This is an optimization exercise on Yosys and OpenROAD, whose aim is small area, not a production implementation.
RTL that was checked went through simulation tests only; none was proved equivalent to the original.
Power and IR drop assume default switching activity.

## garnet
## rtype_mc_datapath
module rtype_mc_datapath #(
    parameter int DATA_W = 32,
    parameter int NREGS  = 32
) (
    input  logic              clk,
    input  logic              reset,
    input  logic              instr_valid,
    output logic              instr_ready,
    input  logic [31:0]       instr,
    output logic [DATA_W-1:0] out,
    output logic [5:0]        op,
    output logic              zero,
    output logic              done,
    output logic              illegal,
    output logic              ovf,
    input  logic [4:0]        dbg_addr,
    output logic [DATA_W-1:0] dbg_data
);
For scale: about 120 I/O pins, roughly 29000 um^2 of cells after synthesis.
Settings: LEC_CHECK=0, CAP_MARGIN=5, CELL_PAD_IN_SITES_DETAIL_PLACEMENT=1, CELL_PAD_IN_SITES_GLOBAL_PLACEMENT=2, CORE_MARGIN=2, CORE_UTILIZATION=30, GPL_TIMING_DRIVEN=0, PLACE_DENSITY=0.45, SLEW_MARGIN=5, SYNTH_HIERARCHICAL=1, SYNTH_MINIMUM_KEEP_SIZE=0; clock period 8.0 ns.
standard.sh (not shown) runs the stock make flow with config.mk's settings and CLKGATE_MAP_FILE= SYNTH_SCRIPT=/design/flow/synth_recipe.tcl, a recipe that flattens the netlist after the stock synthesis.
==> flow/flow/run.sh <==
#!/bin/bash
# Standard ORFS layout with these changes: ports are buffered with buf_1 (the smallest
# buffer) instead of ORFS's default pick; CTS uses clkbuf_8, larger sink clusters and
# no dummy loads.
set -euo pipefail
bash standard.sh synth > synth.log 2>&1
bash standard.sh finish \
  "BUFFER_PORTS_ARGS=-buffer_cell sky130_fd_sc_hd__buf_1" \
  "CTS_ARGS=-sink_clustering_enable -repair_clock_nets -dont_use_dummy_load -buf_list sky130_fd_sc_hd__clkbuf_8 -sink_clustering_size 30" \
  > layout.log 2>&1
diff inputs: garnet => cedar
Settings: a change of CAP_MARGIN from 5 to 20; a change of SLEW_MARGIN from 5 to 20.
==> flow/run.sh (new file) <==
#!/bin/bash
# synth_recipe.tcl (not shown) runs the flow's synth.tcl, then flattens the netlist and writes it again
# the make line also repeats each setting of config.mk as NAME=value (left out here)
make -C /OpenROAD-flow-scripts/flow DESIGN_CONFIG=/design/flow/config.mk WORK_HOME=/design/flow/orfs CLKGATE_MAP_FILE= SYNTH_SCRIPT=/design/flow/synth_recipe.tcl finish
removed: flow/flow/run.sh
removed: flow/standard.sh
## What came out
- Net switching power of the design of cedar exceeds that of garnet by a little under 10%.
- Post-placement worst setup slack (higher): garnet
- The library cell contributing the largest single delay on the critical path comes out sky130_fd_sc_hd__clkdlybuf4s50_1 in one run and sky130_fd_sc_hd__dfstp_2 in the other, namely in cedar and garnet respectively.
- cedar — multi-input combinational area share 1.5 points lower, garnet as reference
- cedar ended up with input port to output pin as its worst setup path category; garnet ended up with flop to output pin.
- Summary: with garnet as the reference, final net count in cedar moved down slightly.
- Initial antenna violation count | cedar below garnet
- The count of routing violations after the opening detailed-route iteration in cedar is 1.07 times that in garnet.
Changes in pepper relative to cedar:
Settings: an added CTS_BUF_LIST of sky130_fd_sc_hd__clkbuf_4.
## What came out
- pepper against cedar: final area climbed 0.46%; worst hold path depth barely changed.
- Relative to cedar, the critical path depth of pepper is higher by 6.
- Clock period minus worst slack: pepper < cedar
- Routed wire length per instance: cedar and pepper compared, higher one is cedar
- The clock tree buffer count of the final layout of pepper exceeds that of cedar by 275.
- Summary of the comparison: power is lower in pepper, relative to cedar.
- Taking cedar as the reference, in pepper wire length reported by the detailed router increased by 3300 um relative to the old numbers, worst setup slack higher, power in combinational cells increased about 4%, final critical-path share of the clock period went down by 1.0 points.
Function was not checked in any run of this note: the RTL went through the layout flow alone.

---

Another version of the RTL of rtype_mc_datapath (not shown whole).
Size: about 2100 cells after synthesis, ~1100 flip-flops, roughly 120 I/O pins, roughly 0.029 mm² of cells after synthesis.
export LEC_CHECK = 0
export CAP_MARGIN = 5
export CELL_PAD_IN_SITES_DETAIL_PLACEMENT = 1
export CELL_PAD_IN_SITES_GLOBAL_PLACEMENT = 2
export CORE_MARGIN = 2
export CORE_UTILIZATION = 50
export GPL_TIMING_DRIVEN = 0
export PLACE_DENSITY = 0.6
export SETUP_SLACK_MARGIN = 0.15
export SLEW_MARGIN = 5
export SYNTH_HIERARCHICAL = 1
export SYNTH_MINIMUM_KEEP_SIZE = 0
create_clock -name core_clock -period 8.0 [get_ports {clk}]
==> flow/flow/run.sh <==
#!/bin/bash
# Standard ORFS layout with these changes: ports are buffered with buf_1 (the smallest
# buffer) instead of ORFS's default pick; CTS uses clkbuf_8 with sink clusters of up to
# 16 flip-flops within 50 um, and no dummy loads.
set -euo pipefail
bash standard.sh synth > synth.log 2>&1
bash standard.sh finish \
  "BUFFER_PORTS_ARGS=-buffer_cell sky130_fd_sc_hd__buf_1" \
  "CTS_ARGS=-sink_clustering_enable -repair_clock_nets -dont_use_dummy_load -buf_list sky130_fd_sc_hd__clkbuf_8 -sink_clustering_size 16 -sink_clustering_max_diameter 50" \
  > layout.log 2>&1
Edit:
--- a/flow/config.mk
+++ b/flow/config.mk
@@ -15 +14,0 @@
-export SETUP_SLACK_MARGIN = 0.15
Outcome: Flip-flop and latch count does not change; global-route usage is unchanged; die area does not change.

---

juniper:
Another version of the RTL of rtype_mc_datapath (not shown whole).
For scale: roughly 0.029 mm2 of cells after synthesis.
Settings: LEC_CHECK=0, CAP_MARGIN=5, CELL_PAD_IN_SITES_DETAIL_PLACEMENT=1, CELL_PAD_IN_SITES_GLOBAL_PLACEMENT=2, CORE_MARGIN=2, CORE_UTILIZATION=75, GPL_TIMING_DRIVEN=0, PLACE_DENSITY=0.85, SLEW_MARGIN=5, SYNTH_HIERARCHICAL=1, SYNTH_MINIMUM_KEEP_SIZE=0; clock period 8.0 ns.
==> flow/flow/run.sh <==
#!/bin/bash
# Standard ORFS layout with these changes: ports are buffered with buf_1 (the smallest
# buffer) instead of ORFS's default pick; synthesis buffers are removed at floorplan;
# before repair_design, drivers of nets with 10
# or more loads get drive strength 4 (flow/presize.tcl); CTS uses clkbuf_8 with sink
# clusters of up to 16 flip-flops within 50 um, and no dummy loads.
set -euo pipefail
here=$(pwd)
bash standard.sh synth > synth.log 2>&1
bash standard.sh finish \
  "BUFFER_PORTS_ARGS=-buffer_cell sky130_fd_sc_hd__buf_1" \
  "PRE_RESIZE_TCL=$here/flow/presize.tcl" \
  "REMOVE_ABC_BUFFERS=1" \
  "CTS_ARGS=-sink_clustering_enable -repair_clock_nets -dont_use_dummy_load -buf_list sky130_fd_sc_hd__clkbuf_8 -sink_clustering_size 16 -sink_clustering_max_diameter 50" \
  > layout.log 2>&1
==> flow/flow/presize.tcl <==
# Before repair_design: give each combinational driver of a net with 10 or more loads the
# _4 drive strength of its own cell, so the net needs no slew buffers.
set n_up 0
foreach inst [get_cells *] {
  set master [get_property $inst ref_name]
  if {![regexp {^(sky130_fd_sc_hd__[a-z0-9]+)_([0-9]+)$} $master -> base size]} { continue }
  if {[string match "*df*" $base] || [string match "*buf*" $base] || [string match "*inv*" $base]} { continue }
  if {$size >= 4} { continue }
  set fo 0
  foreach pin [get_pins -of_objects $inst -filter "direction==output"] {
    set net [get_nets -quiet -of_objects $pin]
    if {$net eq ""} { continue }
    set n [llength [get_pins -quiet -of_objects $net -filter "direction==input"]]
    if {$n > $fo} { set fo $n }
  }
  if {$fo < 10} { continue }
  set target [get_lib_cells -quiet */${base}_4]
  if {$target eq ""} { continue }
  replace_cell $inst [get_name $target]
  incr n_up
}
puts "presize: $n_up drivers set to drive strength 4"
juniper: GPL-0301 in 3_1_place_gp_skip_io -> run aborted
### juniper -> harbor
- swapping 0.85 for 0.6 in PLACE_DENSITY
- swapping 75 for 50 in CORE_UTILIZATION
==> results.txt <==
- harbor was carried through to the last stage, and its layout satisfied the timing, DRC and antenna checks.
- Summary of harbor over juniper: post-synthesis sequential area ratio stayed essentially flat; vertical die dimension rose by about 22%; site row count rose by 16; count of cell types in the netlist stayed essentially flat; die extent in x rose by about 22%.
- On mux cell area share after synthesis, harbor tracks juniper almost exactly.
- harbor -> juniper: synthesized cell count delta 0, exact match
### harbor -> quartz
- a change of PLACE_DENSITY from 0.6 to 0.82
- a change of CELL_PAD_IN_SITES_GLOBAL_PLACEMENT from 2 to 0
- a change of CORE_UTILIZATION from 50 to 72
- a change of CELL_PAD_IN_SITES_DETAIL_PLACEMENT from 1 to 0
Summary of quartz over harbor: routed via count saw an increase, power moved down.
quartz against harbor: worst-case setup slack after placement increased by 0.098 ns relative to the old numbers; worst setup slack decreased by 0.040 ns relative to the old numbers; ratio of total power to cell area decreased by about 1.6% relative to the old numbers.
--- input diff quartz..yarrow ---
- CORE_UTILIZATION changed from 72 to 50
- PLACE_DENSITY changed from 0.82 to 0.6
- CELL_PAD_IN_SITES_GLOBAL_PLACEMENT changed from 0 to 2
- CELL_PAD_IN_SITES_DETAIL_PLACEMENT changed from 0 to 1
==> flow/flow/run.sh <==
#!/bin/bash
# Standard ORFS layout with these changes: ports are buffered with buf_1 (the smallest
# buffer) instead of ORFS's default pick; synthesis buffers are removed at floorplan;
# before repair_design, drivers of nets with 10
# or more loads get drive strength 4 (flow/presize.tcl); CTS uses clkbuf_8 with sink
# clusters of up to 20 flip-flops within 50 um, and no dummy loads.
set -euo pipefail
here=$(pwd)
bash standard.sh synth > synth.log 2>&1
bash standard.sh finish \
  "BUFFER_PORTS_ARGS=-buffer_cell sky130_fd_sc_hd__buf_1" \
  "PRE_RESIZE_TCL=$here/flow/presize.tcl" \
  "REMOVE_ABC_BUFFERS=1" \
  "CTS_ARGS=-sink_clustering_enable -repair_clock_nets -dont_use_dummy_load -buf_list sky130_fd_sc_hd__clkbuf_8 -sink_clustering_size 20 -sink_clustering_max_diameter 50" \
  > layout.log 2>&1
==> results.txt <==
- yarrow against quartz: via count of the first global-routing pass saw an increase, wire length saw an increase, non-clock buffer count saw a decrease, register-to-register slack saw a decrease, setup slack saw a decrease.

separate check: timing with driven ports:
In the flow no input, the clock included, has a driving cell. The finished layouts below were timed again as built, in two steps.
Step 1: set_driving_cell puts a clkbuf_16 on clk and a buf_2 on each other input, an assumption about the parent block.
Step 2 also shifts input and output timing later by t, the mid clock arrival at the registers, as if the neighbouring blocks saw the same clock.
Slacks: ideal ports / drivers / drivers and shift; pairs: ideal ports / drivers.
run | t (ns) | setup slack, ns | worst register clock-pin slew, ns | worst data-port slew with drivers (ns)
garnet | 0.864 | 0.295 / 0.226 / 0.743 | 0.06 / 0.06 | 0.04
cedar | 0.750 | 0.127 / 0.092 / 0.092 | 0.07 / 0.07 | 0.05
pepper | 1.195 | 0.209 / 0.145 / 0.538 | 0.08 / 0.08 | 0.05
the first run of note 2 | 0.736 | 0.164 / 0.127 / 0.127 | 0.11 / 0.11 | 0.05
the second run of note 2 | 0.734 | 0.126 / 0.080 / 0.080 | 0.10 / 0.10 | 0.06
harbor | 0.742 | 0.601 / 0.570 / 0.570 | 0.10 / 0.10 | 0.04
quartz | 0.677 | 0.561 / 0.541 / 0.541 | 0.10 / 0.10 | 0.05
yarrow | 0.738 | 0.536 / 0.506 / 0.506 | 0.12 / 0.12 | 0.04
After both steps setup and hold are still met in every run listed. For the second run of note 2, which loses most, drivers alone change the setup slack by -0.046 ns; drivers and shift together by -0.046 ns.
